From an optimization exercise on the open Yosys and OpenROAD flow, aimed at small area, a short achievable clock period and few clock cycles per item; shortcuts taken in it are not production practice.

==> inputs of run a <==
// fx_arith_top
module fx_arith_top (
  input  logic             clk,
  input  logic             rst_n,
  input  logic             in_valid,
  output logic             in_ready,
  input  fx_pkg::fx_word_t num_a,     
  input  fx_pkg::fx_word_t num_b,     
  input  logic             op_mul,
  output logic             out_valid,
  input  logic             out_ready,
  output fx_pkg::fx_word_t result,
  output logic             overflow,
  output logic             precision_lost
);
==> flow/config.mk <==
export PLATFORM = sky130hd
export DESIGN_NAME = fx_arith_top
export DESIGN_NICKNAME = fx_arith_top
export VERILOG_FILES = /design/flow/design.v
export SDC_FILE = /design/flow/constraint.sdc
export NUM_CORES = 4
export LEC_CHECK = 0
export ABC_AREA = 1
export CAP_MARGIN = 20
export CORE_MARGIN = 2
export CORE_UTILIZATION = 40
export CTS_BUF_LIST = sky130_fd_sc_hd__clkbuf_4 sky130_fd_sc_hd__clkbuf_8
export SETUP_SLACK_MARGIN = 1.5
export SLEW_MARGIN = 20
==> flow/constraint.sdc <==
create_clock -name core_clock -period 5.5 [get_ports {clk}]
set_input_delay 1.1000 -clock core_clock [delete_from_list [all_inputs] [get_ports {clk}]]
set_output_delay 1.1000 -clock core_clock [all_outputs]
set_load 0.01 [all_outputs]
standard.sh (not shown) runs the stock make flow with config.mk's settings and CLKGATE_MAP_FILE= SYNTH_SCRIPT=/design/flow/synth_recipe.tcl, a recipe that flattens the netlist after the stock synthesis.
==> flow/flow/run.sh <==
#!/bin/bash
# Own layout flow: the standard flow, with the design's one-gate modules
# (full and half adders, Booth select gates) given as the cells they stand
# for. Everything else, registers included, goes through the standard
# synthesis unchanged. Ports are buffered with plain buffers rather than
# delay cells, and the resizer may change a cell's footprint.
set -euo pipefail
work=$(pwd)
python3 flow/subst.py design.v flow/cells.v > design_cells.v 2> subst.log
bash standard.sh VERILOG_FILES="$work/design_cells.v" \
  BUFFER_PORTS_ARGS="-buffer_cell sky130_fd_sc_hd__buf_1" \
  MATCH_CELL_FOOTPRINT=0 finish > standard.log 2>&1
==> flow/flow/cells.v <==
// Cell-level bodies for the design's one-gate modules. flow/run.sh puts
// these in place of the RTL bodies before synthesis, so that each module
// becomes exactly the cell named here; the function is the same.
module fx_fa (input a, input b, input c, output s, output co);
  sky130_fd_sc_hd__fa_1 u (.A(a), .B(b), .CIN(c), .SUM(s), .COUT(co));
endmodule

module fx_ha (input a, input b, output s, output co);
  sky130_fd_sc_hd__ha_1 u (.A(a), .B(b), .SUM(s), .COUT(co));
endmodule

module fx_hai (input a, input b, output s, output co);
  sky130_fd_sc_hd__xnor2_1 us (.A(a), .B(b), .Y(s));
  sky130_fd_sc_hd__or2_1 uc (.A(a), .B(b), .X(co));
endmodule

module fx_aoi22 (input a, input b, input c, input d, output y);
  sky130_fd_sc_hd__a22oi_1 u (.A1(a), .A2(b), .B1(c), .B2(d), .Y(y));
endmodule

module fx_xor2 (input a, input b, output y);
  sky130_fd_sc_hd__xor2_1 u (.A(a), .B(b), .X(y));
endmodule

module fx_xnor2 (input a, input b, output y);
  sky130_fd_sc_hd__xnor2_1 u (.A(a), .B(b), .Y(y));
endmodule

module fx_nand2 (input a, input b, output y);
  sky130_fd_sc_hd__nand2_1 u (.A(a), .B(b), .Y(y));
endmodule

module fx_mux2i (input a0, input a1, input s, output y);
  sky130_fd_sc_hd__mux2i_1 u (.A0(a0), .A1(a1), .S(s), .Y(y));
endmodule
==> flow/flow/subst.py <==
#!/usr/bin/env python3
"""subst.py DESIGN CELLS: DESIGN with every module that CELLS defines taken
out, and CELLS appended, on stdout."""
import re
import sys

design = open(sys.argv[1]).read()
cells = open(sys.argv[2]).read()
names = re.findall(r'^\s*module\s+(\w+)', cells, re.M)
for n in names:
    pat = re.compile(r'^\s*module\s+' + n + r'\b.*?^\s*endmodule\b[^\n]*\n?', re.M | re.S)
    design, k = pat.subn('', design)
    print(f'{n}: replaced {k}', file=sys.stderr)
sys.stdout.write(design + '\n' + cells)
==> inputs of run b, as changes to run a <==
Settings changed: SETUP_SLACK_MARGIN 1.5 to 2.0.
==> results.py <==
metrics = {
    "grt": {
        "grtUsageTotal": 0.250,
    },
    "power_and_ir_drop": {
        "sequentialPowerShare": 0.166,
        "p_switching_mw": 2.69,
        "seq-power_uw": 951,
        "power_mw": 5.71,
    },
    "clock_tree": {
        "cts_resized": 83,
    },
    "detailed_routing": {
        "wl_per_cell_um": 20.8,
        "met3WireLength_um": 2950,
        "via_count": 7798,
    },
    "sta": {
        "slew_headroom": 0.280,
        "post-route-min-period_ps": 3900,
    },
    "placed_design": {
        "place_area_um2": 10200,
        "dpl.hpwl_um": 18500,
        "routabilityCongestion": 0.879,
    },
    "final_layout": {
        "multi_input_area_um2": 7370,
        "post-route-util": 0.549,
        "syn_to_final_growth_pct": 35.2,
    },
    "worst_setup_path": {
        "r2r-end": "ovf_nc[0]",
        "startpoint": "b_q[9]",
        "regToRegStartpoint": "b_q[9]",
    },
    "run_status": {
        "outcome": "complete, no violations",
    },
}
# the run above: run b

==> results.py <==
metrics = {
    "power_and_ir_drop": {
        "p_switching_mw": 2.54,
        "power_mw": 5.34,
        "seq-power_uw": 959,
        "sequentialPowerShare": 0.180,
    },
    "sta": {
        "slew_headroom": 0.391,
        "post-route-min-period_ps": 3930,
    },
    "grt": {
        "grtUsageTotal": 0.218,
    },
    "final_layout": {
        "multi_input_area_um2": 6910,
        "syn_to_final_growth_pct": 21.3,
        "post-route-util": 0.492,
    },
    "detailed_routing": {
        "via_count": 7204,
        "wl_per_cell_um": 19.1,
    },
    "clock_tree": {
        "cts_resized": 6,
    },
    "placed_design": {
        "dpl.hpwl_um": 18000,
        "routabilityCongestion": 0.911,
        "place_area_um2": 10100,
    },
    "worst_setup_path": {
        "startpoint": "b_q[5]",
        "r2r-end": "sum_y[8]",
        "regToRegStartpoint": "b_q[5]",
    },
    "run_status": {
        "outcome": "complete, no violations",
    },
}
# the run above: run a

No functional check of the RTL was part of any run of this note.

## re-timing with driven ports
In the flow no input, the clock included, has a driving cell. The finished layouts below were timed again as built, in two steps.
Step 1 (the two cells are an assumption about what drives the block):
set clk [get_ports {clk}]
set_driving_cell -lib_cell sky130_fd_sc_hd__clkbuf_16 $clk
set_driving_cell -lib_cell sky130_fd_sc_hd__buf_2 [delete_from_list [all_inputs] $clk]
Step 2 adds t to the input delays and takes it off the output delays; t is the mean of the earliest and latest rising clock arrival at the registers after step 1. Input paths then give back, and output paths get back, about the clock's delay inside the block.
a / b / c = no drivers / after step 1 / after step 2; a / b = the first two.
run | t (ns) | setup WS [ns] | slew at the worst register clock pin (ns) | worst slew at a driven data input, ns
run a | 0.430 | 1.566 / 1.566 / 1.566 | 0.09 / 0.09 | 0.03
run b | 0.429 | 1.596 / 1.596 / 1.596 | 0.10 / 0.10 | 0.04
After both steps every run listed still meets setup and hold.
